This design comes from an exercise in tuning for small area on the open sky130 flow, not from production work. Only simulation tests tie the RTL to the original design; equivalence was not proved. Power figures rest on the tool's default switching activity, not on a simulated workload.

==> flow/design.v (excerpt) <==
module flow_control_top (
    input  logic                                   pixel_clk_i,
    input  logic                                   pixel_reset_n_i,
    input  logic                                   psel_i,
    input  logic                                   penable_i,
    input  logic                                   pwrite_i,
    input  logic [7:0]                             paddr_i,
    input  logic [31:0]                            pwdata_i,
    input  logic                                   frame_valid_i,
    input  logic [flow_ctrl_pkg::IN_DATA_W-1:0]    byte_data_i,
    input  logic [flow_ctrl_pkg::IN_LANES-1:0]     byte_valid_i,
    input  logic                                   stream_stall_i,
    output logic [31:0]                            prdata_o,
    output logic                                   pready_o,
    output logic                                   pslverr_o,
    output logic                                   frame_valid_sync_o,
    output logic [flow_ctrl_pkg::OUT_DATA_W-1:0]   pixel_data_o,
    output logic [flow_ctrl_pkg::OUT_LANES-1:0]    pixel_valid_o,
    output logic [flow_ctrl_pkg::BYTE_VALID_W-1:0] byte_valid_o
);
Size in the first run: roughly 6200 cells after synthesis, roughly 250 I/O pins.
clock: 12.0 ns
lec_check: 0
cap_margin: 20
core_margin: 2
core_utilization: 45
place_density: 0.65
slew_margin: 20
synth_hierarchical: 1
synth_minimum_keep_size: 0
standard.sh (not shown) runs the stock make flow with config.mk's settings and CLKGATE_MAP_FILE= SYNTH_SCRIPT=/design/flow/synth_recipe.tcl, a recipe that flattens the netlist after the stock synthesis.
==> flow/flow/run.sh <==
#!/bin/bash
# Layout flow: the standard layout (standard.sh) with a lighter clock tree
# (no dummy loads, clkbuf_8 leaf clusters of up to 14 sinks, clkbuf_4 above them) and single-drive
# port buffers. standard.sh's own output goes to standard_flow.log; ORFS keeps
# each step's log under orfs/logs.
set -euo pipefail
export CTS_ARGS="-sink_clustering_enable -repair_clock_nets -dont_use_dummy_load -buf_list sky130_fd_sc_hd__clkbuf_4 -sink_clustering_buffer sky130_fd_sc_hd__clkbuf_8 -sink_clustering_size 14 -sink_clustering_max_diameter 50"
export BUFFER_PORTS_ARGS="-buffer_cell sky130_fd_sc_hd__buf_1"
bash standard.sh > standard_flow.log 2>&1
The starting point completed without violations.
==> next run, changes <==
==> flow/flow/run.sh (replaced) <==
#!/bin/bash
# Layout flow: the standard layout (standard.sh) with a lighter clock tree
# (no dummy loads, clkbuf_8 leaf clusters of up to 14 sinks) and single-drive
# port buffers. standard.sh's own output goes to standard_flow.log; ORFS keeps
# each step's log under orfs/logs.
set -euo pipefail
export CTS_ARGS="-sink_clustering_enable -repair_clock_nets -dont_use_dummy_load -buf_list sky130_fd_sc_hd__clkbuf_8 -sink_clustering_size 14 -sink_clustering_max_diameter 50"
export BUFFER_PORTS_ARGS="-buffer_cell sky130_fd_sc_hd__buf_1"
bash standard.sh > standard_flow.log 2>&1
- CORE_UTILIZATION: 45 -> 35
- PLACE_DENSITY: 0.65 -> 0.55
Outcome:
- The new run passed the timing, DRC and antenna checks
- global-route usage came out lower by 7.2 points
- routed wire length goes up by 1.1%
- non-clock buffer count is lower by 1
- via count fell by 2.3%
- register-to-register slack gains 0.61 ns

---

Starting RTL as in the previous note.
clock: 12.0 ns
lec_check: 0
cap_margin: 10
core_margin: 2
core_utilization: 38
place_density: 0.58
slew_margin: 10
synth_hierarchical: 1
synth_minimum_keep_size: 0
==> flow/flow/run.sh <==
#!/bin/bash
# Layout flow: the standard layout (standard.sh) with a lighter clock tree
# (no dummy loads, clkbuf_8 leaf clusters of up to 14 sinks) and single-drive
# port buffers. standard.sh's own output goes to standard_flow.log; ORFS keeps
# each step's log under orfs/logs.
set -euo pipefail
export CTS_ARGS="-sink_clustering_enable -repair_clock_nets -dont_use_dummy_load -buf_list sky130_fd_sc_hd__clkbuf_8 -sink_clustering_size 14 -sink_clustering_max_diameter 50"
export BUFFER_PORTS_ARGS="-buffer_cell sky130_fd_sc_hd__buf_1"
bash standard.sh > standard_flow.log 2>&1
The first run produced a clean layout.
Change:
==> flow/flow/run.sh (replaced) <==
#!/bin/bash
# Layout flow: the standard layout (standard.sh) with a lighter clock tree
# (no dummy loads, clkbuf_8 leaf clusters of up to 14 sinks, clkbuf_4 above them) and single-drive
# port buffers. standard.sh's own output goes to standard_flow.log; ORFS keeps
# each step's log under orfs/logs.
set -euo pipefail
export CTS_ARGS="-sink_clustering_enable -repair_clock_nets -dont_use_dummy_load -buf_list sky130_fd_sc_hd__clkbuf_4 -sink_clustering_buffer sky130_fd_sc_hd__clkbuf_8 -sink_clustering_size 14 -sink_clustering_max_diameter 50"
export BUFFER_PORTS_ARGS="-buffer_cell sky130_fd_sc_hd__buf_1"
bash standard.sh > standard_flow.log 2>&1
--- a/flow/config.mk
+++ b/flow/config.mk
@@ -10,2 +10,2 @@
-export CORE_UTILIZATION = 38
-export PLACE_DENSITY = 0.58
+export CORE_UTILIZATION = 45
+export PLACE_DENSITY = 0.65
After rerunning:
- total power goes down slightly
- worst setup slack got worse by 0.61 ns
- sequential share of layout area goes up by 0.50 points
- cell area goes down slightly
- sequential cell count stays the same

-- re-timing with driven ports --
Ports are ideal in the flow. The routed layouts listed here were re-timed in OpenROAD. Step 1 assumes that a clkbuf_16 drives the clock port and a buf_2 every other input. Step 2 also shifts input and output timing later by t, the mid clock arrival at the registers, as if the neighbouring blocks saw the same clock. Three values: no drivers, after step 1, after step 2; two values: the first two.
run | shift t [ns] | setup WS [ns] | worst hold slack (ns) | slew at the worst register clock pin (ns) | pins driven straight from the clock port
the first run of note 1 | 1.384 | 4.356 / 4.356 / 3.906 | 0.453 / 0.453 / 0.453 | 0.10 / 0.10 | 1
the second run of note 1 | 0.997 | 4.963 / 4.963 / 4.242 | 0.455 / 0.455 / 0.455 | 0.10 / 0.10 | 1
the first run of note 2 | 1.025 | 4.889 / 4.889 / 3.989 | 0.452 / 0.452 / 0.452 | 0.10 / 0.10 | 1
the second run of note 2 | 1.380 | 4.276 / 4.276 / 3.937 | 0.459 / 0.459 / 0.459 | 0.10 / 0.10 | 1
After both steps setup and hold are still met in every run listed. The setup slack of the first run of note 2, which loses most, moves by 0.000 ns with the drivers and by -0.900 ns with both steps.
